From an optimization exercise on the open Yosys and OpenROAD flow, aimed at small area; shortcuts taken in it are not production practice. At most, simulation tests tie the RTL to the original design; equivalence was not proved. The RTL of runs 6 and 7 was laid out without a check of its function. Power and IR drop assume default switching activity.

File: flow/run.sh
#!/bin/bash
# Standard layout, with small port buffers and a leaner clock tree.
set -euo pipefail
export BUFFER_PORTS_ARGS="-buffer_cell sky130_fd_sc_hd__buf_1"
export CTS_ARGS="-sink_clustering_enable -repair_clock_nets -dont_use_dummy_load -buf_list sky130_fd_sc_hd__clkbuf_8 -sink_clustering_size 20 -sink_clustering_max_diameter 50"
export SKIP_REPAIR_TIE_FANOUT=1
bash standard.sh > standard.log 2>&1
File: standard.sh
#!/bin/bash
# synth_recipe.tcl (not shown) runs the flow's synth.tcl, then flattens the netlist and writes it again
# the make line also repeats each setting of config.mk as NAME=value (left out here)
make -C /OpenROAD-flow-scripts/flow DESIGN_CONFIG=/design/flow/config.mk WORK_HOME=/design/flow/orfs CLKGATE_MAP_FILE= SYNTH_SCRIPT=/design/flow/synth_recipe.tcl "${@:-finish}"
File: config.mk
export PLATFORM = sky130hd
export DESIGN_NAME = pixel_generator
export DESIGN_NICKNAME = pixel_generator
export VERILOG_FILES = /design/flow/design.v
export SDC_FILE = /design/flow/constraint.sdc
export NUM_CORES = 4
export LEC_CHECK = 0
export CAP_MARGIN = 20
export CORE_MARGIN = 2
export CORE_UTILIZATION = 60
export PLACE_DENSITY = 0.75
export SLEW_MARGIN = 20
File: constraint.sdc
create_clock -name core_clock -period 5.0 [get_ports {out_stream_aclk}]
set_input_delay 1.0000 -clock core_clock [delete_from_list [all_inputs] [get_ports {out_stream_aclk}]]
set_output_delay 1.0000 -clock core_clock [all_outputs]
set_load 0.01 [all_outputs]
File: design.v
package pixgen_pkg;
    localparam logic [1:0] axil_okay = 2'b00;
endpackage
`timescale 1ns/1ns
module axil_regfile (
    input  logic                            out_stream_aclk,
    input  logic                            periph_resetn,
    input  logic [8-1:0]  s_axi_lite_awaddr,
    input  logic                            s_axi_lite_awvalid,
    output logic                            s_axi_lite_awready,
    input  logic [32-1:0]       s_axi_lite_wdata,
    input  logic                            s_axi_lite_wvalid,
    output logic                            s_axi_lite_wready,
    output logic                            s_axi_lite_bvalid,
    output logic [1:0]                      s_axi_lite_bresp,
    input  logic                            s_axi_lite_bready,
    input  logic [8-1:0]  s_axi_lite_araddr,
    input  logic                            s_axi_lite_arvalid,
    output logic                            s_axi_lite_arready,
    output logic                            s_axi_lite_rvalid,
    output logic [32-1:0]       s_axi_lite_rdata,
    output logic [1:0]                      s_axi_lite_rresp,
    input  logic                            s_axi_lite_rready,
    output logic                            run
);
    localparam int idx_w = $clog2(8);
    localparam int last  = 8 - 1;
    logic [8-1:0][32-1:0] ring;
    logic [idx_w-1:0] enter;
    logic [idx_w-1:0] turn;
    logic             parked;
    logic             clean;
    logic             wr_req;
    logic             wr_go;
    logic             park;
    logic             unpark;
    logic             bypass;
    logic             turn_end;
    logic [32-1:0] ring_in;
    assign turn_end = (turn == idx_w'(last - 1));
    assign wr_req = s_axi_lite_awvalid && s_axi_lite_wvalid && clean &&
                    (s_axi_lite_awaddr[2 +: idx_w] == enter);
    assign park   = s_axi_lite_arvalid && clean && !parked &&
                    (s_axi_lite_araddr[2 +: idx_w] == enter);
    assign unpark = parked && !s_axi_lite_rvalid && (turn == '0);
    assign bypass = park || (parked && !unpark);
    assign wr_go  = wr_req && !park;
    assign s_axi_lite_awready = wr_go;
    assign s_axi_lite_wready  = wr_go;
    assign s_axi_lite_arready = s_axi_lite_arvalid && park;
    assign s_axi_lite_bresp   = pixgen_pkg::axil_okay;
    assign s_axi_lite_rresp   = pixgen_pkg::axil_okay;
    assign s_axi_lite_rdata   = ring[last];
    always_comb begin
        if (wr_go) begin
            ring_in = s_axi_lite_wdata;
        end else if (!clean) begin
            ring_in = '0;
        end else if (bypass) begin
            ring_in = ring[last-1];
        end else begin
            ring_in = ring[last];
        end
    end
    always_ff @(posedge out_stream_aclk) begin
        ring[last-1:0] <= {ring[last-2:0], ring_in};
        if (!bypass) begin
            ring[last] <= ring[last-1];
        end
    end
    always_ff @(posedge out_stream_aclk) begin
        if (!periph_resetn) begin
            enter  <= '0;
            turn   <= '0;
            parked <= 1'b0;
            clean  <= 1'b0;
        end else begin
            if (park || (parked && turn_end && s_axi_lite_rvalid &&
                         !s_axi_lite_rready)) begin
                enter <= enter + 2'd2;
            end else begin
                enter <= enter + 1'b1;
            end
            if (bypass && !turn_end) begin
                turn <= turn + 1'b1;
            end else begin
                turn <= '0;
            end
            if (park) begin
                parked <= 1'b1;
            end else if (unpark) begin
                parked <= 1'b0;
            end
            if (enter == idx_w'(last)) begin
                clean <= 1'b1;
            end
        end
    end
    always_ff @(posedge out_stream_aclk) begin
        if (!periph_resetn) begin
            s_axi_lite_rvalid <= 1'b0;
        end else if (park) begin
            s_axi_lite_rvalid <= 1'b1;
        end else if (s_axi_lite_rready) begin
            s_axi_lite_rvalid <= 1'b0;
        end
    end
    always_ff @(posedge out_stream_aclk) begin
        if (!periph_resetn) begin
            s_axi_lite_bvalid <= 1'b0;
        end else if (wr_go) begin
            s_axi_lite_bvalid <= 1'b1;
        end else if (s_axi_lite_bready) begin
            s_axi_lite_bvalid <= 1'b0;
        end
    end
    always_ff @(posedge out_stream_aclk) begin
        if (!periph_resetn) begin
            run <= 1'b0;
        end else if (wr_go && (enter == '0)) begin
            run <= s_axi_lite_wdata[0];
        end
    end
endmodule
`timescale 1ns/1ns
module tile_raster (
    input  logic                       out_stream_aclk,
    input  logic                       periph_resetn,
    input  logic                       run,
    input  logic                       tready,
    output logic [5-1:0]     x,
    output logic [5-1:0]     y,
    output logic                       tvalid
);
    localparam logic [5-1:0] x_last = 5'(24 - 1);
    localparam logic [5-1:0] y_last = 5'(24 - 1);
    always_ff @(posedge out_stream_aclk) begin
        if (!periph_resetn) begin
            x      <= '0;
            y      <= '0;
            tvalid <= 1'b0;
        end else if (!tvalid) begin
            tvalid <= run;
        end else if (tready) begin
            if (x == x_last) begin
                x <= '0;
                if (y == y_last) begin
                    y      <= '0;
                    tvalid <= run;
                end else begin
                    y <= y + 1'b1;
                end
            end else begin
                x <= x + 1'b1;
            end
        end
    end
endmodule
`timescale 1ns/1ns
module gradient_shader (
    input  logic [5-1:0] y,
    output logic [7:0]             gray
);
    assign gray =
        (y == 5'd0) ? 8'd255 :
        (y == 5'd1) ? 8'd250 :
        (y == 5'd2) ? 8'd246 :
        (y == 5'd3) ? 8'd241 :
        (y == 5'd4) ? 8'd237 :
        (y == 5'd5) ? 8'd232 :
        (y == 5'd6) ? 8'd228 :
        (y == 5'd7) ? 8'd223 :
        (y == 5'd8) ? 8'd219 :
        (y == 5'd9) ? 8'd214 :
        (y == 5'd10) ? 8'd210 :
        (y == 5'd11) ? 8'd205 :
        (y == 5'd12) ? 8'd201 :
        (y == 5'd13) ? 8'd196 :
        (y == 5'd14) ? 8'd192 :
        (y == 5'd15) ? 8'd187 :
        (y == 5'd16) ? 8'd183 :
        (y == 5'd17) ? 8'd178 :
        (y == 5'd18) ? 8'd174 :
        (y == 5'd19) ? 8'd169 :
        (y == 5'd20) ? 8'd165 :
        (y == 5'd21) ? 8'd160 :
        (y == 5'd22) ? 8'd156 :
        8'd0;
endmodule
`timescale 1ns/1ns
module pixel_packer (
    input  logic [5-1:0]        x,
    input  logic [5-1:0]        y,
    input  logic [7:0]                    gray,
    output logic [32-1:0]     out_stream_tdata,
    output logic [32/8-1:0]   out_stream_tkeep,
    output logic                          out_stream_tlast,
    output logic [0:0]                    out_stream_tuser
);
    assign out_stream_tdata    = {8'h00, gray, gray, gray};
    assign out_stream_tkeep    = '1;
    assign out_stream_tlast    = (x == 5'(24 - 1));
    assign out_stream_tuser[0] = (x == '0) && (y == '0);
endmodule
`timescale 1ns/1ns
module pixel_generator (
    input  logic                            out_stream_aclk,
    input  logic                            periph_resetn,
    output logic [32-1:0]       out_stream_tdata,
    output logic [32/8-1:0]     out_stream_tkeep,
    output logic                            out_stream_tlast,
    input  logic                            out_stream_tready,
    output logic                            out_stream_tvalid,
    output logic [0:0]                      out_stream_tuser,
    input  logic [8-1:0]  s_axi_lite_araddr,
    output logic                            s_axi_lite_arready,
    input  logic                            s_axi_lite_arvalid,
    input  logic [8-1:0]  s_axi_lite_awaddr,
    output logic                            s_axi_lite_awready,
    input  logic                            s_axi_lite_awvalid,
    input  logic                            s_axi_lite_bready,
    output logic [1:0]                      s_axi_lite_bresp,
    output logic                            s_axi_lite_bvalid,
    output logic [32-1:0]       s_axi_lite_rdata,
    input  logic                            s_axi_lite_rready,
    output logic [1:0]                      s_axi_lite_rresp,
    output logic                            s_axi_lite_rvalid,
    input  logic [32-1:0]       s_axi_lite_wdata,
    output logic                            s_axi_lite_wready,
    input  logic                            s_axi_lite_wvalid
);
    logic                    run;
    logic [5-1:0]  x;
    logic [5-1:0]  y;
    logic [7:0]              gray;
    axil_regfile regs0 (
        .out_stream_aclk    (out_stream_aclk),
        .periph_resetn      (periph_resetn),
        .s_axi_lite_awaddr  (s_axi_lite_awaddr),
        .s_axi_lite_awvalid (s_axi_lite_awvalid),
        .s_axi_lite_awready (s_axi_lite_awready),
        .s_axi_lite_wdata   (s_axi_lite_wdata),
        .s_axi_lite_wvalid  (s_axi_lite_wvalid),
        .s_axi_lite_wready  (s_axi_lite_wready),
        .s_axi_lite_bvalid  (s_axi_lite_bvalid),
        .s_axi_lite_bresp   (s_axi_lite_bresp),
        .s_axi_lite_bready  (s_axi_lite_bready),
        .s_axi_lite_araddr  (s_axi_lite_araddr),
        .s_axi_lite_arvalid (s_axi_lite_arvalid),
        .s_axi_lite_arready (s_axi_lite_arready),
        .s_axi_lite_rvalid  (s_axi_lite_rvalid),
        .s_axi_lite_rdata   (s_axi_lite_rdata),
        .s_axi_lite_rresp   (s_axi_lite_rresp),
        .s_axi_lite_rready  (s_axi_lite_rready),
        .run                (run)
    );
    tile_raster raster0 (
        .out_stream_aclk (out_stream_aclk),
        .periph_resetn   (periph_resetn),
        .run             (run),
        .tready          (out_stream_tready),
        .x               (x),
        .y               (y),
        .tvalid          (out_stream_tvalid)
    );
    gradient_shader shader0 (
        .y    (y),
        .gray (gray)
    );
    pixel_packer packer0 (
        .x                 (x),
        .y                 (y),
        .gray              (gray),
        .out_stream_tdata  (out_stream_tdata),
        .out_stream_tkeep  (out_stream_tkeep),
        .out_stream_tlast  (out_stream_tlast),
        .out_stream_tuser  (out_stream_tuser)
    );
endmodule
==> qor.csv, run 1 <==
stage,metric,value,unit
critical_path,arrival,2600,ps
cells_and_area,final_common_cell,dfxtp_1,
placed_design,port_buffers,109,
clocking,postCtsSetupRepairBufs,0,
drt,firstDrtPassIters,4,
timing,slew_headroom,57.7,%
cells_and_area,antenna_cells,0,
timing,rsz0062_at_grt,false,
drt,wl_per_cell,14.9,µm
cells_and_area,syn2layout_area_growth,3.66,%
clocking,numCtsBuffers,19,
clocking,path_clk_slew,110,ps
floorplanning,die_y,123,µm
timing,fin_skew,32.5,ps
clocking,postCtsHoldBufs,0,
global_routing,grt_pass1_vias,4413,
min_path,hp-start,regs0.ring[183],
global_routing,overflow,0,
floorplanning,dieArea,15100,µm²
logic_synthesis,yosysUniqueCellTypes,57,
logic_synthesis,ys_async_sr_fraction,0,%
clocking,cts_tree,yes,
power,p_total,0.00323,W
logic_synthesis,synth_enable_flop_cells,32,
cells_and_area,nFillCells,1106,
logic_synthesis,ys_ff_latch,278,
min_path,whs_path_depth,0,
power,power_density,367,nW/µm²
clocking,insertion_delay,490,ps
critical_path,cp_max_fo,12,
clocking,clockBufferDepth,3,
drt,num_vias,4490,
logic_synthesis,syn_nets,738,
timing,maxSlewViolCount,0,
critical_path,slowest_stage,or3_1,
critical_path,crit_type,flip-flop to primary output,
drt,drc_errors,0,
timing,setup_tns,0,ps
global_routing,antenna_found_initial,0,
critical_path,worst-path-buf-inv,2,
critical_path,end_kind,primary output,
placed_design,place_congestion,0.812,
critical_path,rr_worst_depth,4,
floorplanning,core-area,13900,µm²
placed_design,post-dp-hpwl,8960,µm
drt,ant_nets,0,
clocking,htree_levels,1,
critical_path,cp.depth,7,
global_routing,grt_pass1_wl,21300,µm
critical_path,path_delay_family,simple AND/OR/NAND/NOR gates,
timing,fmax,0.277,GHz
timing,worstMarginPinSlew,635,ps
critical_path,cpPeakStageDelay,490,ps
global_routing,grt_max_degree,36,
critical_path,cp-start-kind,flip-flop,
run,drv_cap,0,
power,p_leak,3.23,nW
floorplanning,initial_core_util,61.2,%
cells_and_area,layout-drive-gt1-share,8.56,%
floorplanning,die_width,123,µm
critical_path,r2r_start,regs0.enter[1],
cells_and_area,nNetsFinal,784,
timing,setup_viol_count_final,0,
logic_synthesis,yosys_warnings,2,
clocking,clkSinkCount,278,
clocking,root_buffer,clkbuf_8,
drt,finalWirelength,13300,µm
critical_path,crit_required,4000,ps
floorplanning,num_rows,43,
drt,drt_iter0_drc,281,
drt,via_per_inst,5.03,
timing,period_minus_slack,3600,ps
critical_path,crit_start,raster0.y[0],
floorplanning,boundaryPins,136,
logic_synthesis,netlist_area,8500,µm²
status,status,no timing/DRC/antenna violations,
logic_synthesis,syn_area_per_cell,12.7,µm²
logic_synthesis,ys.flop_type,dfxtp_1,
timing,timing.final.hold_violations,0,
clocking,ctsResizeCount,0,
logic_synthesis,syn-instance-count,669,
min_path,hold_class,flip-flop to flip-flop,
global_routing,grtUsageTotal,17.7,%
logic_synthesis,synth.yosys.seq_area_share,69.2,%
critical_path,crit_chain,"inv_1, ha_1, or3_1, a21oi_1, nor2_1, o21ai_0, buf_1",
timing,fin_crit_sh,72.1,%
cells_and_area,layout_common_cells,"246 x dfxtp_1, 109 x buf_1, 79 x inv_1",
power,peakVddDrop,0.199,mV
## area by class of cell
type                    count  area, µm²  share of cell area (%)
inverters                  80        300                    3.41
repair buffers            114        447                    5.07
multi-input cells         222       1690                    19.2
clock buffers              19        262                    2.97
well taps                 180        225                    2.56
flip-flops and latches    278       5890                    66.8
## metrics by stage
stage | setup WS [ps] | util [%] | instances | hold slack (ps) | area (µm²)
global route | 1160 | 63.5 | 893 | 290 | 8810
detailed placement | 1730 | 61.6 | 874 | 312 | 8550
CTS | 1370 | 63.5 | 893 | 292 | 8810
floorplan | 1940 | - | 669 | 310 | 8500
global placement | 1770 | 61.6 | 874 | 310 | 8550
finish | 1400 | 63.5 | 893 | 287 | 8810
## path summary, 6_finish.rpt
path,slack (ps),endpoint
setup reg to reg,2700,regs0.ring[0]
hold reg to reg,290,regs0.ring[215]
hold / removal,290,regs0.ring[215]
setup / recovery,1400,out_stream_tdata[5]
## worst reg2reg max path, cell delays in order (launching register included)
cell      delay (ps)
dfxtp_1          490
xnor2_1          190
and4_4           570
o31a_4           640
o221ai_1         240
## power by group
group	switching, W	internal, W
Sequential	0.00000452	0.00225
Clock	0.000594	0.000344
Combinational	0.0000225	0.0000170
## Yosys cell counts, types with 2 or more instances
master     number  area [µm²]
xor2_1          3        26.3
mux2i_1         2        20.0
nor3b_1         3        22.5
buf_6           4        45.0
nor2_1         13        48.8
dfxtp_1       246        4920
clkbuf_1       14        52.6
edfxtp_1       32         961
o221ai_1        3        26.3
o21a_1          2        15.0
nand4_1         5        31.3
o221ai_2       30         450
or3_1           6        37.5
nand3_1        37         185
o21ai_0        11        55.1
a21oi_1        17        85.1
ha_1           13         163
nand2b_1        2        12.5
a211oi_1        2        15.0
buf_2           2        10.0
inv_1          79         297
nor3_1          7        35.0
conb_1          2        7.51
xnor2_1         6        52.6
nand2_1        13        48.8
a2bb2oi_1       2        17.5
and3_1          5        31.3
and4b_1         2        20.0
buf_4          68         510
nor2b_1         7        43.8
and2_1          5        31.3
## logic make-up after synthesis
kind of cell	share of synthesized area, %
flip-flops	69.2
buffers and inverters	10.8
AND/OR/NAND/NOR	7.34
AO/OA/AOI/OAI	9.29
adder cells (fa/ha/maj)	1.91
XOR/XNOR	0.927
multiplexers	0.368
other	0.0883
## registers in the layout (all words and copies together) (netlist names)
| signal | count |
|---|---|
| regs0.ring | 256 |
| regs0.s_axi_lite_rvalid | 1 |
| regs0.clean | 1 |
| regs0.turn | 3 |
| raster0.tvalid | 1 |
| regs0.s_axi_lite_bvalid | 1 |
| raster0.y | 5 |
| regs0.parked | 1 |
| regs0.run | 1 |
| regs0.enter | 3 |
| raster0.x | 5 |
## metal layers
layer / vias to the layer above / GRT usage (%) / wire [µm]
met2: 86 / 28.9 / 6270
met4: 0 / 4.12 / 224
met5: - / 0 / 0
li1: 2228 / - / -
met3: 17 / 2.54 / 465
met1: 2159 / 25.0 / 6380
==> run 2, diff against run 1 <==
--- a/config.mk
+++ b/config.mk
@@ -7,2 +7,3 @@
 export LEC_CHECK = 0
+export ABC_AREA = 1
 export CAP_MARGIN = 20
==> run 2 against run 1 <==
  * Still clean
  * Maximum frequency decreased by 0.15%
  * Global-route usage decreased by 0.85 points
  * Critical path depth increased by 3
  * Sequential cell count unchanged
  * Area after synthesis decreased by 2.3%
  * Critical path type unchanged
==> qor.csv, run 2 <==
stage,metric,value,unit
status,status,no timing/DRC/antenna violations,
power,peakVddDrop,0.185,mV
timing,setup_viol_count_final,0,
cells_and_area,layout_common_cells,"246 x dfxtp_1, 109 x buf_1, 107 x nor2_1",
cells_and_area,nNetsFinal,856,
cells_and_area,nFillCells,1077,
cells_and_area,antenna_cells,0,
clocking,numCtsBuffers,19,
clocking,path_clk_slew,110,ps
clocking,postCtsSetupRepairBufs,0,
clocking,ctsResizeCount,0,
global_routing,overflow,0,
cells_and_area,finalInstanceArea,8640,µm²
clocking,root_buffer,clkbuf_8,
logic_synthesis,yosys-top-cells-count,"246 x dfxtp_1, 107 x nor2_1, 89 x nand2_1",
cells_and_area,multiInputGateArea,1650,µm²
drt,drt_iter0_drc,212,
clocking,htree_levels,1,
floorplanning,num_rows,43,
logic_synthesis,syn-instance-count,734,
logic_synthesis,yosys.area.top_type,dfxtp_1,
placed_design,placedCellCount,946,
logic_synthesis,ys_top_cells_by_area,"dfxtp_1 59%, edfxtp_1 12%, buf_4 6.0%",
power,p_leak,3.49,nW
critical_path,end_kind,primary output,
global_routing,antenna_found_initial,0,
cells_and_area,utilization,63.0,%
run,drv_cap,0,
cells_and_area,instances_no_fill,965,
cells_and_area,final_common_cell,dfxtp_1,
global_routing,grt_pass1_vias,4310,
critical_path,crit_type,flip-flop to primary output,
cells_and_area,largest_register_ffs,256,
clocking,clkSinkCount,278,
cells_and_area,layout-drive-gt1-share,4.84,%
logic_synthesis,syn_nets,803,
drt,finalWirelength,12500,µm
timing,maxSlewViolCount,0,
drt,num_vias,4570,
logic_synthesis,ys_ff_latch,278,
floorplanning,die_y,122,µm
logic_synthesis,yosys_warnings,2,
timing,fmax,0.277,GHz
cells_and_area,top_register,regs0.ring,
global_routing,grt_pass1_wl,19900,µm
critical_path,cp_max_fo,5,
timing,rsz0062_at_grt,false,
logic_synthesis,yosysUniqueCellTypes,35,
logic_synthesis,synth.most_common_cell,dfxtp_1,
timing,setup_tns,0,ps
placed_design,port_buffers,109,
clocking,cts_tree,yes,
global_routing,grtUsageTotal,16.8,%
logic_synthesis,yosys.area.top_type_share,59.3,%
timing,timing.final.hold_violations,0,
placed_design,pre_cts_slack,1570,ps
clocking,postCtsHoldBufs,0,
placed_design,place_congestion,0.884,
clocking,clockBufferDepth,3,
logic_synthesis,netlist_area,8310,µm²
floorplanning,dieArea,14800,µm²
timing,worstMarginPinSlew,654,ps
logic_synthesis,synth_enable_flop_cells,32,
floorplanning,core-area,13700,µm²
placed_design,post-dp-hpwl,8480,µm
power,power_density,373,nW/µm²
placed_design,dpl_cell_area,8380,µm²
cells_and_area,syn2layout_area_growth,3.99,%
drt,ant_nets,0,
logic_synthesis,syn_area_per_cell,11.3,µm²
drt,drc_errors,0,
global_routing,grt_max_degree,37,
logic_synthesis,ys_async_sr_fraction,0,%
timing,fin_crit_sh,72.2,%
cells_and_area,reg_top3,"regs0.ring: 256 flops, raster0.x: 5 flops, raster0.y: 5 flops",
cells_and_area,regArea,5890,µm²
critical_path,crit_required,4000,ps
timing,fin_ws,1390,ps
floorplanning,die_width,122,µm
clocking,insertion_delay,480,ps
critical_path,arrival,2610,ps
min_path,hold_class,flip-flop to flip-flop,
logic_synthesis,synth.yosys.seq_area_share,70.8,%
drt,firstDrtPassIters,4,
drt,via_per_inst,4.74,
timing,period_minus_slack,3610,ps
floorplanning,boundaryPins,136,
timing,fin_skew,54.8,ps
logic_synthesis,ys.flop_type,dfxtp_1,
floorplanning,initial_core_util,60.6,%
timing,slew_headroom,56.3,%
critical_path,cp-start-kind,flip-flop,
drt,wl_per_cell,13.0,µm
==> run 2: cell types whose count changed after synthesis, sizes merged, moves of 12 or more <==
| cell | before | now |
|---|---|---|
| nand2 | 14 | 93 |
| nand3 | 37 | 21 |
| o221ai | 33 | 0 |
| clkbuf | 14 | 2 |
| nor2 | 13 | 112 |
| inv | 79 | 55 |
| o31ai | 1 | 32 |
==> run 2: worst paths after layout <==
check / from / end / slack, ps / cells after the start
hold / removal: regs0.ring[98] / regs0.ring[130] / 270 / 0
hold reg to reg: regs0.ring[98] / regs0.ring[130] / 270 / 0
setup / recovery: raster0.y[0] / out_stream_tdata[7] / 1390 / 10
setup reg to reg: regs0.enter[1] / regs0.ring[21] / 2350 / 9
==> run 2: metrics by stage <==
step / hold WS (ps) / power [W]
floorplan: 310 / 0.00234
CTS: 269 / 0.00326
global placement: 310 / 0.00234
finish: 268 / 0.00323
detailed placement: 312 / 0.00234
global route: 269 / 0.00335
==> run 2: logic make-up (layout without fill, tap and decap cells) <==
| family | Yosys count | count (layout) | share of synthesized area (%) |
|---|---|---|---|
| fa+ha+maj | 13 | 13 | 1.96 |
| simple gates | 240 | 240 | 12.1 |
| other cells | 2 | 2 | 0.0904 |
| xor+xnor | 7 | 7 | 0.738 |
| compound gates | 61 | 61 | 4.94 |
| buf+inv | 133 | 184 | 9.37 |
| flops | 278 | 278 | 70.8 |
==> run 2: power breakdown <==
group / leakage [nW] / switching [W] / internal [W]
registers: 2.38 / 0.00000392 / 0.00225
clock network: 0.137 / 0.000589 / 0.000343
logic: 0.982 / 0.0000231 / 0.0000155
total: 3.49 / 0.000616 / 0.00261
==> run 2: cell type report <==
cell class	count	area share, %
clock buffers	19	3.03
inverters	55	2.39
multi-input cells	323	19.0
flip-flops and latches	278	68.1
well taps	180	2.61
repair buffers	110	4.82
==> run 2: critical path: stages, from the launching register on <==
cell	delay (ps)
dfxtp_1	430
inv_1	100
ha_1	250
nand2_1	170
nor2_1	70
nor2_1	190
nand2_1	130
nor2_1	170
nand2_1	110
or3_1	360
buf_1	150
==> run 2: metal layers <==
metal	vias to the layer above	share of wire (%)	global-route usage, %
met4	0	2.3	4.67
met5	-	0	0
li1	2355	-	-
met1	2109	48	23.3
met2	82	46	27.4
met3	24	3.8	2.95
==> run 3, diff against run 2 <==
==> flow/run.sh (replaced) <==
#!/bin/bash
# Standard layout, with small port buffers and a leaner clock tree.
set -euo pipefail
export BUFFER_PORTS_ARGS="-buffer_cell sky130_fd_sc_hd__buf_1"
export CTS_ARGS="-sink_clustering_enable -repair_clock_nets -dont_use_dummy_load -buf_list sky130_fd_sc_hd__clkbuf_4 -sink_clustering_size 12 -sink_clustering_max_diameter 40"
export SKIP_REPAIR_TIE_FANOUT=1
bash standard.sh > standard.log 2>&1
--- a/config.mk
+++ b/config.mk
@@ -7,3 +7,2 @@
 export LEC_CHECK = 0
-export ABC_AREA = 1
 export CAP_MARGIN = 20
==> run 3 against run 2 <==
  * Register-to-register slack gained 390 ps
  * Critical path type unchanged
  * Sequential power about the same
  * Sequential cell count unchanged
  * Final cell count fell by 6.4%
  * Still clean on timing, DRC and antenna
  * Largest cell class unchanged
==> qor.csv, run 3 <==
stage,metric,value,unit
status,status,no timing/DRC/antenna violations,
logic_synthesis,synth.yosys.seq_area_share,69.2,%
timing,slew_headroom,58.0,%
power,p_int,0.00254,W
critical_path,rrSetupSlack,2740,ps
cells_and_area,finalInstanceArea,8770,µm²
logic_synthesis,synth_fa_ha_area_share,1.91,%
timing,fin_crit_sh,73.8,%
cells_and_area,layout-drive-gt1-share,9.82,%
logic_synthesis,synth_top_family_by_area,buffers and inverters,
drt,drt_iter0_drc,275,
placed_design,port_buffers,109,
logic_synthesis,synth_xor_area_share,0.927,%
drt,finalWirelength,13500,µm
critical_path,rr_worst_depth,4,
clocking,clockBufferDepth,3,
floorplanning,num_rows,43,
logic_synthesis,synth.most_common_cell,dfxtp_1,
placed_design,dpl_cell_area,8550,µm²
timing,setup_viol_count_final,0,
drt,firstDrtPassIters,4,
logic_synthesis,syn-instance-count,669,
floorplanning,die_width,123,µm
min_path,hold_class,flip-flop to flip-flop,
cells_and_area,reg_top3,"regs0.ring: 256 flops, raster0.x: 5 flops, raster0.y: 5 flops",
placed_design,post-dp-hpwl,8960,µm
critical_path,crit_type,flip-flop to primary output,
clocking,path_clk_slew,90,ps
cells_and_area,antenna_cells,0,
global_routing,grtUsageTotal,18.2,%
logic_synthesis,synth-simple-area-share,7.34,%
logic_synthesis,syn_area_per_cell,12.7,µm²
timing,rsz0062_at_grt,false,
floorplanning,dieArea,15100,µm²
logic_synthesis,synth_compound_area_share,9.29,%
power,p_leak,3.23,nW
clocking,root_buffer,clkbuf_4,
placed_design,place_congestion,0.812,
power,comb_power_share,1.2,%
clocking,postCtsSetupRepairBufs,0,
global_routing,grt_max_degree,36,
clocking,postCtsHoldBufs,0,
clocking,htree_levels,1,
cells_and_area,largest_register_ffs,256,
cells_and_area,top_register,regs0.ring,
critical_path,crit_start,raster0.y[0],
drt,num_vias,4525,
cells_and_area,syn2layout_area_growth,3.15,%
power,peakVddDrop,0.200,mV
clocking,numCtsBuffers,29,
clocking,ctsResizeCount,0,
timing,period_minus_slack,3690,ps
logic_synthesis,synthMuxAreaShare,0.368,%
logic_synthesis,ys.flop_type,dfxtp_1,
critical_path,cp-start-kind,flip-flop,
drt,drc_errors,0,
power,p_sw,0.000637,W
drt,ant_nets,0,
power,power_density,362,nW/µm²
global_routing,grt_pass1_wl,21900,µm
logic_synthesis,yosys.area.top_type_share,57.9,%
logic_synthesis,yosysUniqueCellTypes,57,
floorplanning,core-area,13900,µm²
critical_path,crit_end,out_stream_tdata[5],
logic_synthesis,synth_enable_flop_cells,32,
global_routing,antenna_found_initial,0,
logic_synthesis,ys_async_sr_fraction,0,%
drt,wl_per_cell,14.9,µm
timing,fmax,0.271,GHz
cells_and_area,nNetsFinal,794,
logic_synthesis,ys_ff_latch,278,
floorplanning,die_y,123,µm
power,swShare,20.1,%
critical_path,cp_max_fo,12,
clocking,insertion_delay,640,ps
logic_synthesis,netlist_area,8500,µm²
global_routing,grt_pass1_vias,4548,
cells_and_area,final_common_cell,dfxtp_1,
critical_path,end_kind,primary output,
drt,via_per_inst,5.01,
critical_path,r2r_end,regs0.ring[0],
timing,setup_tns,0,ps
clocking,clkSinkCount,278,
logic_synthesis,ys_top_cells_by_area,"dfxtp_1 58%, edfxtp_1 11%, buf_4 6.0%",
critical_path,r2r_start,regs0.enter[1],
logic_synthesis,yosys_warnings,2,
run,drv_cap,0,
timing,worstMarginPinSlew,630,ps
critical_path,arrival,2690,ps
logic_synthesis,yosys-top-cells-count,"246 x dfxtp_1, 79 x inv_1, 68 x buf_4",
logic_synthesis,syn_nets,738,
timing,fin_skew,61.3,ps
global_routing,overflow,0,
timing,maxSlewViolCount,0,
timing,timing.final.hold_violations,0,
power,clkPwrFrac,27.7,%
power,seqPwrFrac,71.1,%
cells_and_area,layout_common_cells,"246 x dfxtp_1, 109 x buf_1, 79 x inv_1",
critical_path,crit_required,4000,ps
logic_synthesis,yosys.area.top_type,dfxtp_1,
clocking,cts_tree,yes,
floorplanning,initial_core_util,61.2,%
floorplanning,boundaryPins,136,
run 3: cell count changes after synthesis, moves of 7 or more:
cell      change
nor2b_1       +7
nand2_1      -76
o221ai_2     +30
o31ai_1      -29
clkbuf_1     +12
nor2_1       -94
inv_1        +29
nand3_1      +16
run 3: area by class of cell:
class / count / area (µm²)
tap: 180 / 225
fill: 1117 / 5110
inverter: 80 / 300
multi-input combinational: 222 / 1690
clock buffer: 29 / 218
sequential: 278 / 5890
timing repair buffer: 114 / 447
run 3: stage by stage:
stage	cells	total power (W)	setup WS, ps	utilization (%)	hold slack (ps)
after detailed placement	874	0.00235	1730	61.6	312
final	903	0.00317	1310	63.2	292
after CTS	903	0.00321	1260	63.2	271
after global routing	903	0.00331	1050	63.2	283
after floorplan	669	0.00234	1940	-	310
after global placement	874	0.00234	1770	61.6	310
run 3: layer usage:
metal | up-vias | wire length, µm | global-route usage [%]
li1 | 2249 | - | -
met1 | 2140 | 6320 | 25.4
met2 | 109 | 6250 | 29.3
met3 | 27 | 671 | 3.55
met4 | 0 | 248 | 5.26
met5 | - | 0 | 0
run 3: power by group through the flow:
stage / Sequential (W) / Combinational, W / Clock (W)
3_3_place_gp: 0.00231 / 0.0000372 / 0
5_1_grt: 0.00226 / 0.0000441 / 0.00101
3_5_place_dp: 0.00231 / 0.0000397 / 0
6_report: 0.00226 / 0.0000393 / 0.000877
2_1_floorplan: 0.00231 / 0.0000308 / 0
4_1_cts: 0.00226 / 0.0000399 / 0.000916
run 3: cells by family after synthesis:
| family | count (synthesis) |
|---|---|
| buf+inv | 169 |
| mux | 3 |
| compound gates | 81 |
| flops | 278 |
| xor+xnor | 9 |
| fa+ha+maj | 13 |
| simple gates | 114 |
| other cells | 2 |
run 3: worst min-delay path by stage:
stage | cells after the start | slack (ps) | end | start
detailed placement | 0 | 310 | regs0.ring[159] | regs0.ring[127]
CTS | 0 | 270 | regs0.ring[183] | regs0.ring[151]
global route | 0 | 280 | regs0.ring[183] | regs0.ring[151]
floorplan | 0 | 310 | regs0.ring[100] | regs0.ring[68]
finish | 0 | 290 | regs0.ring[183] | regs0.ring[151]
global placement | 0 | 310 | regs0.ring[181] | regs0.ring[149]
run 3: critical path, stage by stage, from the launching register on:
cell     delay [ps]
dfxtp_1         410
inv_1            90
ha_1            350
or3_1           490
a21oi_1         160
nor2_1          100
o21ai_0         320
buf_1           190
==> run 4, diff against run 3 <==
--- a/flow/run.sh
+++ b/flow/run.sh
@@ -1,3 +1,10 @@
 #!/bin/bash
-# Standard layout, with small port buffers and a leaner clock tree.
+# The standard layout, with three changes:
+#  - after the standard synthesis, the combinational logic between the
+#    flip-flops is re-mapped for area (flow/remap.tcl); flip-flops and tie
+#    cells stay exactly as the standard synthesis made them;
+#  - ports are buffered with the smallest buffer, sky130_fd_sc_hd__buf_1;
+#  - a leaner clock tree (small buffers, no dummy loads), and one tie cell
+#    per constant instead of one per load.
+# Each tool's output goes to a log file of its own in this folder.
 set -euo pipefail
@@ -6,2 +13,10 @@
 export SKIP_REPAIR_TIE_FANOUT=1
+bash standard.sh synth > synth.log 2>&1
+R=orfs/results/$FLOW_PLATFORM/pixel_generator/base
+cp $R/1_2_yosys.v standard_synth.v
+REMAP_LIB=$FLOW_HOME/platforms/$FLOW_PLATFORM/lib/sky130_fd_sc_hd__tt_025C_1v80.lib \
+REMAP_IN=standard_synth.v REMAP_OUT=remapped.v REMAP_KEEP=flow/seq_cells.txt REMAP_DIR=. \
+  yosys -c flow/remap.tcl > remap.log 2>&1
+cp remapped.v $R/1_2_yosys.v
+rm -f $R/1_synth.odb $R/1_synth.sdc
 bash standard.sh > standard.log 2>&1
==> flow/remap.tcl (new file) <==
# Re-map the standard synthesis's combinational logic for area with ABC's
# default script. Flip-flops and tie cells are kept as they are (same
# instances, names and cell types); only the logic between them is redone.
yosys -import
set lib $::env(REMAP_LIB)
set fin $::env(REMAP_IN)
set fout $::env(REMAP_OUT)
read_liberty -ignore_miss_func $lib
read_verilog $fin
hierarchy -top $::env(FLOW_TOP)
set fh [open $::env(REMAP_KEEP) r]
foreach c [split [read $fh] "\n"] {
  if {$c ne ""} { setattr -mod -set keep_hierarchy 1 $c }
}
close $fh
setattr -mod -set keep_hierarchy 1 sky130_fd_sc_hd__conb_1
tee -o $::env(REMAP_DIR)/remap_before.txt stat -liberty $lib
flatten
opt_clean
abc -liberty $lib -dont_use sky130_fd_sc_hd__probe* -dont_use sky130_fd_sc_hd__lpflow*
opt_clean -purge
hilomap -singleton -hicell sky130_fd_sc_hd__conb_1 HI -locell sky130_fd_sc_hd__conb_1 LO
opt_clean -purge
tee -o $::env(REMAP_DIR)/remap_after.txt stat -liberty $lib
select -module $::env(FLOW_TOP)
write_verilog -noattr -nohex -nodec -selected $fout
==> flow/seq_cells.txt (new file) <==
sky130_fd_sc_hd__dfbbn_1
sky130_fd_sc_hd__dfbbn_2
sky130_fd_sc_hd__dfbbp_1
sky130_fd_sc_hd__dfrbp_1
sky130_fd_sc_hd__dfrbp_2
sky130_fd_sc_hd__dfrtn_1
sky130_fd_sc_hd__dfrtp_1
sky130_fd_sc_hd__dfrtp_2
sky130_fd_sc_hd__dfrtp_4
sky130_fd_sc_hd__dfsbp_1
sky130_fd_sc_hd__dfsbp_2
sky130_fd_sc_hd__dfstp_1
sky130_fd_sc_hd__dfstp_2
sky130_fd_sc_hd__dfstp_4
sky130_fd_sc_hd__dfxbp_1
sky130_fd_sc_hd__dfxbp_2
sky130_fd_sc_hd__dfxtp_1
sky130_fd_sc_hd__dfxtp_2
sky130_fd_sc_hd__dfxtp_4
sky130_fd_sc_hd__dlclkp_1
sky130_fd_sc_hd__dlclkp_2
sky130_fd_sc_hd__dlclkp_4
sky130_fd_sc_hd__dlrbn_1
sky130_fd_sc_hd__dlrbn_2
sky130_fd_sc_hd__dlrbp_1
sky130_fd_sc_hd__dlrbp_2
sky130_fd_sc_hd__dlrtn_1
sky130_fd_sc_hd__dlrtn_2
sky130_fd_sc_hd__dlrtn_4
sky130_fd_sc_hd__dlrtp_1
sky130_fd_sc_hd__dlrtp_2
sky130_fd_sc_hd__dlrtp_4
sky130_fd_sc_hd__dlxbn_1
sky130_fd_sc_hd__dlxbn_2
sky130_fd_sc_hd__dlxbp_1
sky130_fd_sc_hd__dlxtn_1
sky130_fd_sc_hd__dlxtn_2
sky130_fd_sc_hd__dlxtn_4
sky130_fd_sc_hd__dlxtp_1
sky130_fd_sc_hd__edfxbp_1
sky130_fd_sc_hd__edfxtp_1
sky130_fd_sc_hd__lpflow_inputisolatch_1
sky130_fd_sc_hd__sdfbbn_1
sky130_fd_sc_hd__sdfbbn_2
sky130_fd_sc_hd__sdfbbp_1
sky130_fd_sc_hd__sdfrbp_1
sky130_fd_sc_hd__sdfrbp_2
sky130_fd_sc_hd__sdfrtn_1
sky130_fd_sc_hd__sdfrtp_1
sky130_fd_sc_hd__sdfrtp_2
sky130_fd_sc_hd__sdfrtp_4
sky130_fd_sc_hd__sdfsbp_1
sky130_fd_sc_hd__sdfsbp_2
sky130_fd_sc_hd__sdfstp_1
sky130_fd_sc_hd__sdfstp_2
sky130_fd_sc_hd__sdfstp_4
sky130_fd_sc_hd__sdfxbp_1
sky130_fd_sc_hd__sdfxbp_2
sky130_fd_sc_hd__sdfxtp_1
sky130_fd_sc_hd__sdfxtp_2
sky130_fd_sc_hd__sdfxtp_4
sky130_fd_sc_hd__sdlclkp_1
sky130_fd_sc_hd__sdlclkp_2
sky130_fd_sc_hd__sdlclkp_4
sky130_fd_sc_hd__sedfxbp_1
sky130_fd_sc_hd__sedfxbp_2
sky130_fd_sc_hd__sedfxtp_1
sky130_fd_sc_hd__sedfxtp_2
sky130_fd_sc_hd__sedfxtp_4
==> run 4 against run 3 <==
  * Final area decreased by 8.9%
  * Wire length decreased by 13%
  * Sequential power about the same
  * Clock-buffer cell count unchanged
  * First-iteration DRC count decreased by 12%
  * Area after synthesis decreased by 16%
  * Still clean
  * Worst hold slack improved by 8.2 ps
  * Largest power group unchanged
==> qor.csv, run 4 <==
stage,metric,value,unit
min_path,hold_class,flip-flop to flip-flop,
cells_and_area,syn2layout_area_growth,12.2,%
min_path,whs_path_depth,0,
global_routing,antenna_found_initial,0,
timing,setup_viol_count_final,0,
critical_path,r2r_start,regs0.enter[0],
drt,wl_per_cell,15.7,µm
timing,fmax,0.305,GHz
timing,worstMarginPinSlew,814,ps
clocking,ctsResizeCount,0,
cells_and_area,antenna_cells,0,
cells_and_area,final_common_cell,dfxtp_1,
cells_and_area,largest_register_ffs,256,
cells_and_area,nFillCells,833,
timing,timing.final.hold_violations,0,
status,status,no timing/DRC/antenna violations,
power,clkPwrFrac,27.2,%
clocking,postCtsSetupRepairBufs,0,
floorplanning,die_width,113,µm
floorplanning,num_rows,39,
cells_and_area,nNetsFinal,665,
power,peakVddDrop,0.207,mV
min_path,hp-start,regs0.ring[78],
floorplanning,dieArea,12800,µm²
cells_and_area,layout-drive-gt1-share,6.10,%
clocking,clockBufferDepth,3,
clocking,root_buffer,clkbuf_4,
timing,holdWs,300,ps
placed_design,placedCellCount,721,
global_routing,grt_max_degree,36,
global_routing,grt_pass1_vias,3873,
timing,maxSlewViolCount,0,
critical_path,cp_max_fo,33,
logic_synthesis,netlist_area,7120,µm²
floorplanning,die_y,113,µm
drt,via_per_inst,5.25,
drt,ant_nets,0,
power,comb_power_share,1.0,%
timing,period_minus_slack,3280,ps
critical_path,cp-start-kind,input pin,
drt,drc_errors,0,
drt,finalWirelength,11800,µm
power,power_density,393,nW/µm²
clocking,clkSinkCount,278,
power,swShare,19.4,%
placed_design,place_congestion,0.776,
cells_and_area,reg_top3,"regs0.ring: 256 flops, raster0.x: 5 flops, raster0.y: 5 flops",
logic_synthesis,syn_nets,520,
global_routing,grtUsageTotal,18.5,%
critical_path,crit_type,input pin to primary output,
clocking,postCtsHoldBufs,0,
timing,setup_tns,0,ps
drt,firstDrtPassIters,15,
critical_path,r2r_end,regs0.ring[17],
cells_and_area,top_register,regs0.ring,
placed_design,port_buffers,109,
floorplanning,initial_core_util,61.8,%
drt,num_vias,3934,
power,p_int,0.00253,W
critical_path,rr_worst_depth,8,
power,p_sw,0.000610,W
clocking,htree_levels,1,
floorplanning,core-area,11500,µm²
timing,slew_headroom,45.0,%
critical_path,crit_required,4000,ps
floorplanning,boundaryPins,136,
cells_and_area,layout_common_cells,"246 x dfxtp_1, 109 x buf_1, 33 x and2_0",
cells_and_area,instances_no_fill,750,
power,p_leak,3.13,nW
logic_synthesis,syn_area_per_cell,15.3,µm²
critical_path,rrSetupSlack,2130,ps
placed_design,post-dp-hpwl,7280,µm
drt,drt_iter0_drc,242,
clocking,cts_tree,yes,
timing,fin_skew,63.3,ps
min_path,min_to,regs0.ring[110],
timing,rsz0062_at_grt,false,
global_routing,overflow,0,
logic_synthesis,syn-instance-count,464,
global_routing,grt_pass1_wl,18900,µm
clocking,insertion_delay,600,ps
clocking,numCtsBuffers,29,
timing,fin_crit_sh,65.7,%
logic_synthesis,yosys_warnings,2,
critical_path,arrival,2280,ps
clocking,path_clk_slew,110,ps
critical_path,end_kind,primary output,
run,drv_cap,0,
power,seqPwrFrac,71.8,%
run 4: final cells by class:
type,count,area (µm²),area share (%)
multi-input cells,182,1240,15.6
repair buffers,114,447,5.59
well taps,143,179,2.24
flip-flops and latches,278,5890,73.7
inverters,4,15.0,0.188
clock buffers,29,218,2.73
run 4: metal layers:
| layer | wire length (µm) | track usage (%) | vias to the layer above |
|---|---|---|---|
| li1 | - | - | 1908 |
| met1 | 5490 | 26.0 | 1870 |
| met2 | 5340 | 29.6 | 140 |
| met3 | 796 | 4.12 | 16 |
| met4 | 176 | 4.88 | 0 |
| met5 | 0 | 0 | - |
run 4: worst max path at each step:
stage,from,endpoint,slack [ps]
after floorplan,s_axi_lite_araddr[4],regs0.ring[0],710
after global placement,s_axi_lite_araddr[4],regs0.ring[28],1530
after detailed placement,s_axi_lite_araddr[4],regs0.ring[17],1520
after CTS,regs0.enter[0],s_axi_lite_wready,1680
after global routing,regs0.enter[0],s_axi_lite_wready,1560
final,s_axi_lite_araddr[4],s_axi_lite_wready,1720
run 4: critical path, stage by stage:
cell and delay (ps):
buf_1 80, xor2_1 130, nor4_1 340, buf_4 230, nor2_2 70, buf_4 250
buf_1 170
run 4: per-stage QoR:
step | utilization [%] | total power [W] | worst slack (ps) | instance area [µm²]
after floorplan | - | 0.00232 | 706 | 7130
after global placement | 67.5 | 0.00234 | 1530 | 7770
after detailed placement | 67.5 | 0.00234 | 1520 | 7770
after CTS | 69.4 | 0.00319 | 1680 | 7990
after global routing | 69.4 | 0.00327 | 1560 | 7990
final | 69.4 | 0.00314 | 1720 | 7990
run 4: power groups by stage:
| stage | clock [W] | sequential, W | combinational, W |
|---|---|---|---|
| 6_report | 0.000855 | 0.00226 | 0.0000320 |
| 5_1_grt | 0.000979 | 0.00226 | 0.0000361 |
| 4_1_cts | 0.000898 | 0.00226 | 0.0000324 |
| 3_5_place_dp | 0 | 0.00231 | 0.0000320 |
| 3_3_place_gp | 0 | 0.00231 | 0.0000309 |
| 2_1_floorplan | 0 | 0.00231 | 0.0000150 |
==> run 5, diff against run 4 <==
--- a/flow/remap.tcl
+++ b/flow/remap.tcl
@@ -1,4 +1,5 @@
-# Re-map the standard synthesis's combinational logic for area with ABC's
-# default script. Flip-flops and tie cells are kept as they are (same
-# instances, names and cell types); only the logic between them is redone.
+# Re-map the standard synthesis's combinational logic for area: AIG
+# rewriting (resyn2), choice computation and ABC's area-oriented mapper.
+# Flip-flops and tie cells are kept as they are (same instances, names and
+# cell types); only the logic between them is redone.
 yosys -import
@@ -19,3 +20,5 @@
 opt_clean
-abc -liberty $lib -dont_use sky130_fd_sc_hd__probe* -dont_use sky130_fd_sc_hd__lpflow*
+set r2 "balance;rewrite;refactor;balance;rewrite;rewrite,-z;balance;refactor,-z;rewrite,-z;balance"
+abc -liberty $lib -dont_use sky130_fd_sc_hd__probe* -dont_use sky130_fd_sc_hd__lpflow* \
+  -script "+strash;$r2;dch,-f;amap;topo"
 opt_clean -purge
==> run 5 against run 4 <==
  * Largest cell class unchanged
  * Via count up 1.3%
  * Clock skew about the same
  * Critical endpoint is now out_stream_tdata[21]
  * Clock power about the same
  * Worst setup slack worse by 230 ps
  * Clock-buffer cell count unchanged
  * Sequential share of layout area up 1.6 points
  * Critical path depth unchanged
  * Final area down 2.2%
  * Still clean
  * Critical path type is now flip-flop to primary output
  * Global-route usage down 0.14 points
==> qor.csv, run 5 <==
stage,metric,value,unit
status,status,no timing/DRC/antenna violations,
floorplanning,dieArea,12500,µm²
clocking,cts_tree,yes,
timing,worstMarginPinSlew,901,ps
clocking,root_buffer,clkbuf_4,
timing,period_minus_slack,3520,ps
cells_and_area,reg_top3,"regs0.ring: 256 flops, raster0.x: 5 flops, raster0.y: 5 flops",
cells_and_area,syn2layout_area_growth,12.3,%
clocking,clkSinkCount,278,
floorplanning,initial_core_util,61.2,%
floorplanning,boundaryPins,136,
drt,num_vias,3986,
critical_path,r2r_end,regs0.ring[4],
critical_path,rrSetupSlack,1940,ps
critical_path,crit_type,flip-flop to primary output,
cells_and_area,finalInstanceArea,7820,µm²
floorplanning,die_y,112,µm
timing,rsz0062_at_grt,false,
critical_path,cpMostUsedCell,clkinv_1,
logic_synthesis,syn_nets,530,
placed_design,dpl_cell_area,7600,µm²
global_routing,grt_pass1_vias,3910,
drt,drc_errors,0,
min_path,min_to,regs0.ring[98],
floorplanning,die_width,112,µm
global_routing,overflow,0,
timing,holdWs,255,ps
logic_synthesis,syn_area_per_cell,14.7,µm²
critical_path,r2r_start,regs0.enter[0],
drt,ant_nets,0,
floorplanning,core-area,11400,µm²
global_routing,grtUsageTotal,18.3,%
logic_synthesis,netlist_area,6960,µm²
critical_path,crit_required,4000,ps
cells_and_area,instances_no_fill,760,
clocking,htree_levels,1,
drt,wl_per_cell,15.2,µm
cells_and_area,nNetsFinal,675,
cells_and_area,layout-drive-gt1-share,6.00,%
timing,timing.final.hold_violations,0,
drt,finalWirelength,11500,µm
cells_and_area,top_register,regs0.ring,
clocking,insertion_delay,620,ps
timing,slew_headroom,39.9,%
placed_design,placedCellCount,731,
timing,maxSlewViolCount,0,
critical_path,rr_worst_depth,9,
timing,fin_crit_sh,70.3,%
timing,fmax,0.284,GHz
placed_design,post-dp-hpwl,7390,µm
min_path,whs_path_depth,0,
cells_and_area,antenna_cells,0,
global_routing,grt_pass1_wl,18500,µm
cells_and_area,layout_common_cells,"246 x dfxtp_1, 109 x buf_1, 52 x clkinv_1",
min_path,hp-start,regs0.ring[66],
critical_path,crit_chain,"nand2_1, nor2_1, clkinv_1, o21ai_0, clkinv_1, o22ai_1, buf_1",
logic_synthesis,yosys_warnings,2,
min_path,hold_class,flip-flop to flip-flop,
timing,setup_tns,0,ps
placed_design,port_buffers,109,
clocking,postCtsSetupRepairBufs,0,
clocking,clockBufferDepth,3,
global_routing,antenna_found_initial,0,
power,p_leak,2.97,nW
clocking,ctsResizeCount,0,
critical_path,arrival,2520,ps
power,power_density,404,nW/µm²
drt,drt_iter0_drc,292,
timing,fin_skew,63.5,ps
floorplanning,num_rows,39,
critical_path,cp_max_fo,7,
run,drv_cap,0,
logic_synthesis,syn-instance-count,474,
critical_path,cp-start-kind,flip-flop,
cells_and_area,final_common_cell,dfxtp_1,
clocking,path_clk_slew,110,ps
critical_path,cpPeakStageDelay,450,ps
timing,setup_viol_count_final,0,
global_routing,grt_max_degree,34,
drt,firstDrtPassIters,5,
cells_and_area,largest_register_ffs,256,
drt,via_per_inst,5.24,
critical_path,slowest_stage,dfxtp_1,
critical_path,end_kind,primary output,
clocking,numCtsBuffers,29,
clocking,postCtsHoldBufs,0,
power,peakVddDrop,0.296,mV
placed_design,place_congestion,0.894,
run 5: worst max path at each step:
stage / to / slack, ps / start / cells after the start
2_1_floorplan: regs0.ring[0] / 750 / s_axi_lite_araddr[4] / 7
3_3_place_gp: regs0.ring[30] / 1520 / s_axi_lite_awaddr[2] / 10
3_5_place_dp: regs0.ring[4] / 1370 / s_axi_lite_awaddr[2] / 10
4_1_cts: out_stream_tdata[21] / 1460 / raster0.y[2] / 7
5_1_grt: out_stream_tdata[21] / 1200 / raster0.y[2] / 7
6_report: out_stream_tdata[21] / 1480 / raster0.y[2] / 7
run 5: area by class of cell:
type                    count  area, µm²
well taps                 143        179
clock buffers              29        218
flip-flops and latches    278       5890
repair buffers            114        447
fillers                   808       3550
inverters                  52        195
multi-input cells         144        892
run 5: metrics by stage:
step	util (%)	setup WS [ps]	power, W
3_3_place_gp	66.8	1520	0.00235
6_report	68.7	1480	0.00315
2_1_floorplan	-	746	0.00233
5_1_grt	68.7	1200	0.00328
4_1_cts	68.7	1460	0.00319
3_5_place_dp	66.8	1370	0.00235
run 5: routing by layer:
layer  vias to the layer above  track usage, %  part of all wire [%]
li1                       1925               -                     -
met4                         0            6.34                   2.6
met3                        26            3.65                   5.5
met1                      1889            24.5                    45
met5                         -               0                     0
met2                       146            30.3                    47
run 5: critical path, delay by kind of cell (launching register included):
kind / cells / cell delay [ps]
AOI/OAI and AO/OA: 2 / 590
buffers and inverters: 3 / 570
DFF: 1 / 450
and+or+nand+nor: 2 / 360
run 5: power breakdown:
part / total, W / internal (W) / switching [W]
Clock: 0.000854 / 0.000267 / 0.000587
Sequential: 0.00226 / 0.00225 / 0.00000368
Combinational: 0.0000456 / 0.0000166 / 0.0000290
Total: 0.00315 / 0.00254 / 0.000619
==> run 6, diff against run 5 <==
--- a/design.v
+++ b/design.v
@@ -163,27 +163,35 @@
 );
-    assign gray =
-        (y == 5'd0) ? 8'd255 :
-        (y == 5'd1) ? 8'd250 :
-        (y == 5'd2) ? 8'd246 :
-        (y == 5'd3) ? 8'd241 :
-        (y == 5'd4) ? 8'd237 :
-        (y == 5'd5) ? 8'd232 :
-        (y == 5'd6) ? 8'd228 :
-        (y == 5'd7) ? 8'd223 :
-        (y == 5'd8) ? 8'd219 :
-        (y == 5'd9) ? 8'd214 :
-        (y == 5'd10) ? 8'd210 :
-        (y == 5'd11) ? 8'd205 :
-        (y == 5'd12) ? 8'd201 :
-        (y == 5'd13) ? 8'd196 :
-        (y == 5'd14) ? 8'd192 :
-        (y == 5'd15) ? 8'd187 :
-        (y == 5'd16) ? 8'd183 :
-        (y == 5'd17) ? 8'd178 :
-        (y == 5'd18) ? 8'd174 :
-        (y == 5'd19) ? 8'd169 :
-        (y == 5'd20) ? 8'd165 :
-        (y == 5'd21) ? 8'd160 :
-        (y == 5'd22) ? 8'd156 :
-        8'd0;
+    assign gray[0] = (!y[2] && y[1] && y[0]) ||
+                     (!y[4] && y[1] && y[0]) ||
+                     (!y[1] && !y[0]);
+    assign gray[1] = (!y[2] && !y[1]) ||
+                     (!y[2] && !y[0]) ||
+                     (!y[4] && y[2] && y[1] && y[0]);
+    assign gray[2] = (!y[3] && !y[0]) ||
+                     (y[3] && !y[2] && y[0]) ||
+                     (!y[4] && !y[3] && y[2] && y[1]) ||
+                     (y[3] && !y[1] && y[0]);
+    assign gray[3] = (y[3] && y[1] && y[0]) ||
+                     (y[3] && !y[1] && !y[0]) ||
+                     (y[4] && !y[2] && y[1]) ||
+                     (y[4] && y[1] && !y[0]) ||
+                     (!y[4] && !y[3] && !y[1]) ||
+                     (!y[4] && y[2] && y[1] && y[0]);
+    assign gray[4] = (y[4] && y[2] && y[1] && !y[0]) ||
+                     (!y[4] && !y[2] && !y[0]) ||
+                     (!y[4] && !y[3] && !y[2]) ||
+                     (!y[2] && !y[1]) ||
+                     (!y[4] && y[2] && y[1] && y[0]);
+    assign gray[5] = (y[3] && y[2] && y[1] && y[0]) ||
+                     (!y[3] && !y[1]) ||
+                     (!y[3] && !y[2]) ||
+                     (!y[4] && !y[3] && !y[0]);
+    assign gray[6] = (!y[4] && !y[3]) ||
+                     (!y[4] && !y[1]) ||
+                     (y[3] && !y[2]) ||
+                     (y[3] && !y[0]);
+    assign gray[7] = (!y[0]) ||
+                     (!y[4]) ||
+                     (!y[1]) ||
+                     (!y[2]);
 endmodule
==> run 6 against run 5 <==
  * Global-route usage down 0.19 points
  * Clock-buffer cell count fell by 2
  * Synthesized cell count increased by 1.5%
  * Final area increased by 0.38%
  * Critical path type is now input pin to primary output
  * Utilization barely moved
  * Via count up 0.13%
  * Area after synthesis rose by 0.47%
  * Largest power group unchanged
==> qor.csv, run 6 <==
stage,metric,value,unit
global_routing,antenna_found_initial,0,
min_path,whs_path_depth,0,
drt,via_per_inst,5.22,
timing,maxSlewViolCount,0,
status,status,no timing/DRC/antenna violations,
floorplanning,dieArea,12500,µm²
clocking,clkSinkCount,278,
drt,drc_errors,0,
floorplanning,num_rows,39,
timing,setup_viol_count_final,0,
logic_synthesis,netlist_area,6990,µm²
cells_and_area,nNetsFinal,679,
placed_design,post-dp-hpwl,7190,µm
cells_and_area,antenna_cells,0,
drt,ant_nets,0,
global_routing,overflow,0,
floorplanning,die_width,112,µm
clocking,ctsResizeCount,0,
critical_path,slowest_stage,nor2b_4,
timing,fin_skew,31.4,ps
logic_synthesis,syn_area_per_cell,14.5,µm²
critical_path,crit_type,input pin to primary output,
logic_synthesis,syn-instance-count,481,
cells_and_area,nFillCells,792,
floorplanning,die_y,112,µm
timing,fmax,0.290,GHz
global_routing,grtUsageTotal,18.2,%
run,drv_cap,0,
critical_path,worst-path-buf-inv,2,
clocking,htree_levels,1,
power,peakVddDrop,0.251,mV
critical_path,cpPeakStageDelay,570,ps
logic_synthesis,yosys_warnings,2,
min_path,min_to,regs0.ring[91],
placed_design,port_buffers,109,
drt,wl_per_cell,14.9,µm
critical_path,cp-start-kind,input pin,
critical_path,rrSetupSlack,2130,ps
critical_path,arrival,2450,ps
timing,holdWs,316,ps
cells_and_area,largest_register_ffs,256,
drt,finalWirelength,11400,µm
power,power_density,398,nW/µm²
timing,slew_headroom,29.9,%
placed_design,place_congestion,0.895,
clocking,clockBufferDepth,3,
timing,worstMarginPinSlew,1050,ps
critical_path,crit_chain,"buf_1, nor2_1, a21oi_1, nand4b_1, nor3_1, nor2b_4, buf_1",
timing,fin_crit_sh,68.9,%
critical_path,r2r_end,regs0.ring[6],
timing,rsz0062_at_grt,false,
critical_path,crit_start,s_axi_lite_awaddr[2],
clocking,cts_tree,yes,
power,p_leak,2.95,nW
critical_path,cp.depth,7,
critical_path,cp_max_fo,20,
clocking,insertion_delay,590,ps
critical_path,path_delay_family,simple AND/OR/NAND/NOR gates,
timing,period_minus_slack,3450,ps
critical_path,rr_worst_depth,9,
floorplanning,initial_core_util,61.2,%
clocking,postCtsHoldBufs,0,
clocking,numCtsBuffers,27,
floorplanning,boundaryPins,136,
logic_synthesis,syn_nets,537,
critical_path,r2r_start,regs0.enter[1],
cells_and_area,top_register,regs0.ring,
clocking,root_buffer,clkbuf_4,
critical_path,end_kind,primary output,
clocking,postCtsSetupRepairBufs,0,
drt,firstDrtPassIters,6,
global_routing,grt_pass1_wl,18500,µm
cells_and_area,utilization,68.7,%
min_path,hold_class,flip-flop to flip-flop,
cells_and_area,reg_top3,"regs0.ring: 256 flops, raster0.x: 5 flops, raster0.y: 5 flops",
floorplanning,core-area,11400,µm²
clocking,path_clk_slew,120,ps
timing,setup_tns,0,ps
cells_and_area,final_common_cell,dfxtp_1,
drt,num_vias,3991,
drt,drt_iter0_drc,329,
timing,timing.final.hold_violations,0,
global_routing,grt_pass1_vias,3880,
critical_path,cpMostUsedCell,buf_1,
cells_and_area,layout-drive-gt1-share,5.64,%
critical_path,crit_required,4000,ps
global_routing,grt_max_degree,33,
cells_and_area,syn2layout_area_growth,12.2,%
cells_and_area,layout_common_cells,"246 x dfxtp_1, 109 x buf_1, 54 x clkinv_1",
min_path,hp-start,regs0.ring[59],
run 6: changes by cell type in the layout (fill, tap and decap cells not counted), moves of 2 or more:
cell,change
nor2_1,+12
a21oi_1,+4
nand2_1,-4
o21ai_0,-4
a31oi_1,-3
and2_0,-3
nand3_1,-3
a21oi_4,+2
clkbuf_4,-2
clkinv_1,+2
nand4_1,-2
nand4b_1,+2
o22ai_1,+2
run 6: worst max-delay path by stage:
stage / end / slack [ps]
floorplan: regs0.ring[0] / 390
global placement: s_axi_lite_awready / 1600
detailed placement: s_axi_lite_wready / 1550
CTS: s_axi_lite_wready / 1540
global route: s_axi_lite_awready / 1400
finish: s_axi_lite_wready / 1550
run 6: where the power goes:
group          internal, W  total [W]  switching, W
Clock             0.000249   0.000837      0.000588
Sequential         0.00225    0.00225    0.00000298
Combinational    0.0000134  0.0000353     0.0000219
Total              0.00251    0.00313      0.000613
run 6: through the flow:
step	cells	worst slack, ps	total power (W)	cell area, µm²
finish	764	1550	0.00313	7850
global route	764	1400	0.00325	7850
CTS	764	1540	0.00316	7850
detailed placement	737	1550	0.00234	7640
global placement	737	1600	0.00234	7640
floorplan	481	385	0.00232	6990
run 6: area by class of cell:
cell class	instances	area, µm²	share of cell area [%]
Inverter	54	203	2.58
Clock buffer	27	203	2.58
Multi-Input combinational cell	149	937	11.9
Tap cell	143	179	2.28
Timing Repair Buffer	113	439	5.60
Sequential cell	278	5890	75.0
run 6: per-layer routing:
layer,share of wire [%],up-vias,routed length (µm),track usage (%)
met1,46,1881,5190,25.5
met3,7.4,20,837,3.97
met5,0,-,0,0
met2,46,155,5180,29.1
li1,-,1935,-,-
met4,1.3,0,149,4.72
==> run 7, diff against run 6 <==
--- a/flow/run.sh
+++ b/flow/run.sh
@@ -11,3 +11,3 @@
 export BUFFER_PORTS_ARGS="-buffer_cell sky130_fd_sc_hd__buf_1"
-export CTS_ARGS="-sink_clustering_enable -repair_clock_nets -dont_use_dummy_load -buf_list sky130_fd_sc_hd__clkbuf_4 -sink_clustering_size 12 -sink_clustering_max_diameter 40"
+export CTS_ARGS="-sink_clustering_enable -repair_clock_nets -dont_use_dummy_load -buf_list sky130_fd_sc_hd__clkbuf_8 -sink_clustering_size 20 -sink_clustering_max_diameter 50"
 export SKIP_REPAIR_TIE_FANOUT=1
--- a/config.mk
+++ b/config.mk
@@ -9,4 +9,4 @@
 export CORE_MARGIN = 2
-export CORE_UTILIZATION = 60
-export PLACE_DENSITY = 0.75
+export CORE_UTILIZATION = 70
+export PLACE_DENSITY = 0.85
 export SLEW_MARGIN = 20
==> run 7 against run 6 <==
  * Final area up 0.18%
  * Still clean on timing, DRC and antenna
  * Utilization grew 12 points
  * Synthesized cell count unchanged
  * Critical path depth is the same
  * Combinational power is 5% higher
  * Worst hold slack improved by 11 ps
  * Maximum frequency is 0.76% lower
  * Via count increased by 1.0%
  * Die area shrank 14%
  * Worst setup slack got worse by 26 ps
  * Register-to-register slack worse by 80 ps
  * Largest cell class unchanged
==> qor.csv, run 7 <==
stage,metric,value,unit
status,status,no timing/DRC/antenna violations,
timing,slew_headroom,26.1,%
drt,finalWirelength,12800,µm
run,drv_cap,0,
drt,wl_met1,5240,µm
drt,firstDrtPassIters,5,
timing,fmax,0.288,GHz
global_routing,grt_pass1_vias,4058,
timing,rsz0062_at_grt,false,
logic_synthesis,syn-instance-count,481,
timing,maxSlewViolCount,0,
clocking,ctsResizeCount,0,
placed_design,pre_cts_slack,1530,ps
cells_and_area,layout_common_cells,"246 x dfxtp_1, 109 x buf_1, 54 x clkinv_1",
placed_design,post-dp-hpwl,8610,µm
drt,ant_nets,0,
cells_and_area,multiInputGateArea,932,µm²
clocking,insertion_delay,490,ps
placed_design,port_buffers,109,
critical_path,end_kind,primary output,
clocking,path_clk_slew,120,ps
drt,num_vias,4032,
clocking,htree_levels,1,
drt,wl_per_cell,17.2,µm
min_path,hold_class,flip-flop to flip-flop,
floorplanning,dieArea,10800,µm²
timing,period_minus_slack,3470,ps
logic_synthesis,syn_nets,537,
floorplanning,num_rows,36,
drt,via_per_inst,5.42,
cells_and_area,final_common_cell,dfxtp_1,
clocking,cts_tree,yes,
drt,drc_errors,0,
critical_path,crit_type,input pin to primary output,
cells_and_area,regArea,5890,µm²
cells_and_area,antenna_cells,0,
clocking,root_buffer,clkbuf_8,
clocking,numCtsBuffers,17,
cells_and_area,instances_no_fill,744,
timing,fin_skew,23.5,ps
floorplanning,core-area,9730,µm²
timing,fin_crit_sh,69.5,%
timing,fin_ws,1530,ps
cells_and_area,reg_top3,"regs0.ring: 256 flops, raster0.x: 5 flops, raster0.y: 5 flops",
timing,timing.final.hold_violations,0,
global_routing,grtUsageTotal,23.9,%
timing,setup_viol_count_final,0,
clocking,postCtsHoldBufs,0,
global_routing,grt_pass1_wl,20600,µm
drt,wl_met3,882,µm
cells_and_area,top_register,regs0.ring,
cells_and_area,syn2layout_area_growth,12.4,%
placed_design,place_congestion,0.955,
critical_path,arrival,2470,ps
floorplanning,die_width,104,µm
placed_design,placedCellCount,727,
power,p_leak,2.95,nW
clocking,clkSinkCount,278,
logic_synthesis,syn_area_per_cell,14.5,µm²
floorplanning,boundaryPins,136,
drt,highest_layer,met4,
timing,worstMarginPinSlew,1100,ps
critical_path,cp_max_fo,12,
drt,drt_iter0_drc,386,
placed_design,dpl_cell_area,7630,µm²
power,power_density,404,nW/µm²
cells_and_area,finalInstanceArea,7860,µm²
floorplanning,initial_core_util,71.9,%
logic_synthesis,yosys_warnings,2,
cells_and_area,largest_register_ffs,256,
cells_and_area,nNetsFinal,669,
global_routing,antenna_found_initial,0,
logic_synthesis,netlist_area,6990,µm²
critical_path,cp-start-kind,input pin,
global_routing,grt_max_degree,35,
floorplanning,die_y,104,µm
drt,met2_length,6450,µm
power,peakVddDrop,0.347,mV
timing,setup_tns,0,ps
cells_and_area,nFillCells,547,
cells_and_area,layout-drive-gt1-share,4.09,%
global_routing,overflow,0,
critical_path,crit_required,4000,ps
clocking,clockBufferDepth,3,
clocking,postCtsSetupRepairBufs,0,
-- run 7: worst paths after layout --
check	startpoint	to	slack (ps)	cells past startpoint
setup / recovery	s_axi_lite_awaddr[2]	s_axi_lite_wready	1530	7
hold / removal	regs0.ring[117]	regs0.ring[149]	330	0
setup reg to reg	regs0.enter[1]	regs0.ring[28]	2050	10
hold reg to reg	regs0.ring[117]	regs0.ring[149]	330	0
-- run 7: worst max-delay path, cell delays in order --
cell and delay [ps]:
buf_1 90, nor2_1 90, a21oi_1 40, nand4b_1 210, nor3_1 230, nor2b_2 600, buf_1 210
-- run 7: through the flow --
stage	hold WS (ps)	utilization [%]	total power, W
after global placement	310	78.4	0.00234
final	327	80.8	0.00318
after detailed placement	312	78.4	0.00234
after CTS	320	80.8	0.00320
after floorplan	310	-	0.00232
after global routing	321	80.8	0.00328
-- run 7: layout make-up --
type                       instances  area share, %
timing repair buffer             113           5.59
tap                              133           2.12
multi-input combinational        149           11.9
clock buffer                      17           2.98
inverter                          54           2.58
sequential                       278           74.9
-- run 7: per-layer routing --
metal / global-route usage [%] / up-vias
met2: 41.4 / 185
met1: 31.7 / 1924
met5: 0 / -
li1: - / 1904
met4: 6.85 / 0
met3: 3.76 / 19
-- run 7: power breakdown --
group | internal [W] | switching (W) | total [W]
logic | 0.0000134 | 0.0000238 | 0.0000372
clock network | 0.000309 | 0.000579 | 0.000888
registers | 0.00225 | 0.00000321 | 0.00225

## re-timing with driven ports
The results above use ideal ports. As a check the final layouts listed here were re-extracted and re-timed, cells and wires unchanged. Step 1 (the two cells are an assumption about what drives the block):
set clk [get_ports {out_stream_aclk}]
set_driving_cell -lib_cell sky130_fd_sc_hd__clkbuf_16 $clk
set_driving_cell -lib_cell sky130_fd_sc_hd__buf_2 [delete_from_list [all_inputs] $clk]
Step 2 times the ports against the registers' clock, not the clock port: input delays grow and output delays shrink by t, the midpoint of the rising clock arrivals with the driver on. a / b / c = no drivers / after step 1 / after step 2; a / b = the first two.
run	shift t [ns]	setup slack, ns	worst hold slack (ns)
run 1	0.510	1.395 / 1.359 / 1.733	0.287 / 0.287 / 0.287
run 2	0.501	1.390 / 1.356 / 1.547	0.268 / 0.268 / 0.268
run 3	0.644	1.308 / 1.275 / 1.724	0.292 / 0.292 / 0.292
run 4	0.602	1.717 / 1.694 / 1.531	0.300 / 0.300 / 0.300
run 5	0.615	1.483 / 1.453 / 1.342	0.255 / 0.255 / 0.255
run 6	0.613	1.553 / 1.532 / 1.532	0.316 / 0.316 / 0.316
run 7	0.511	1.527 / 1.506 / 1.506	0.327 / 0.327 / 0.327
After both steps setup and hold are still met in every run listed. For run 4, which loses most, drivers alone change the setup slack by -0.023 ns; drivers and shift together by -0.186 ns.
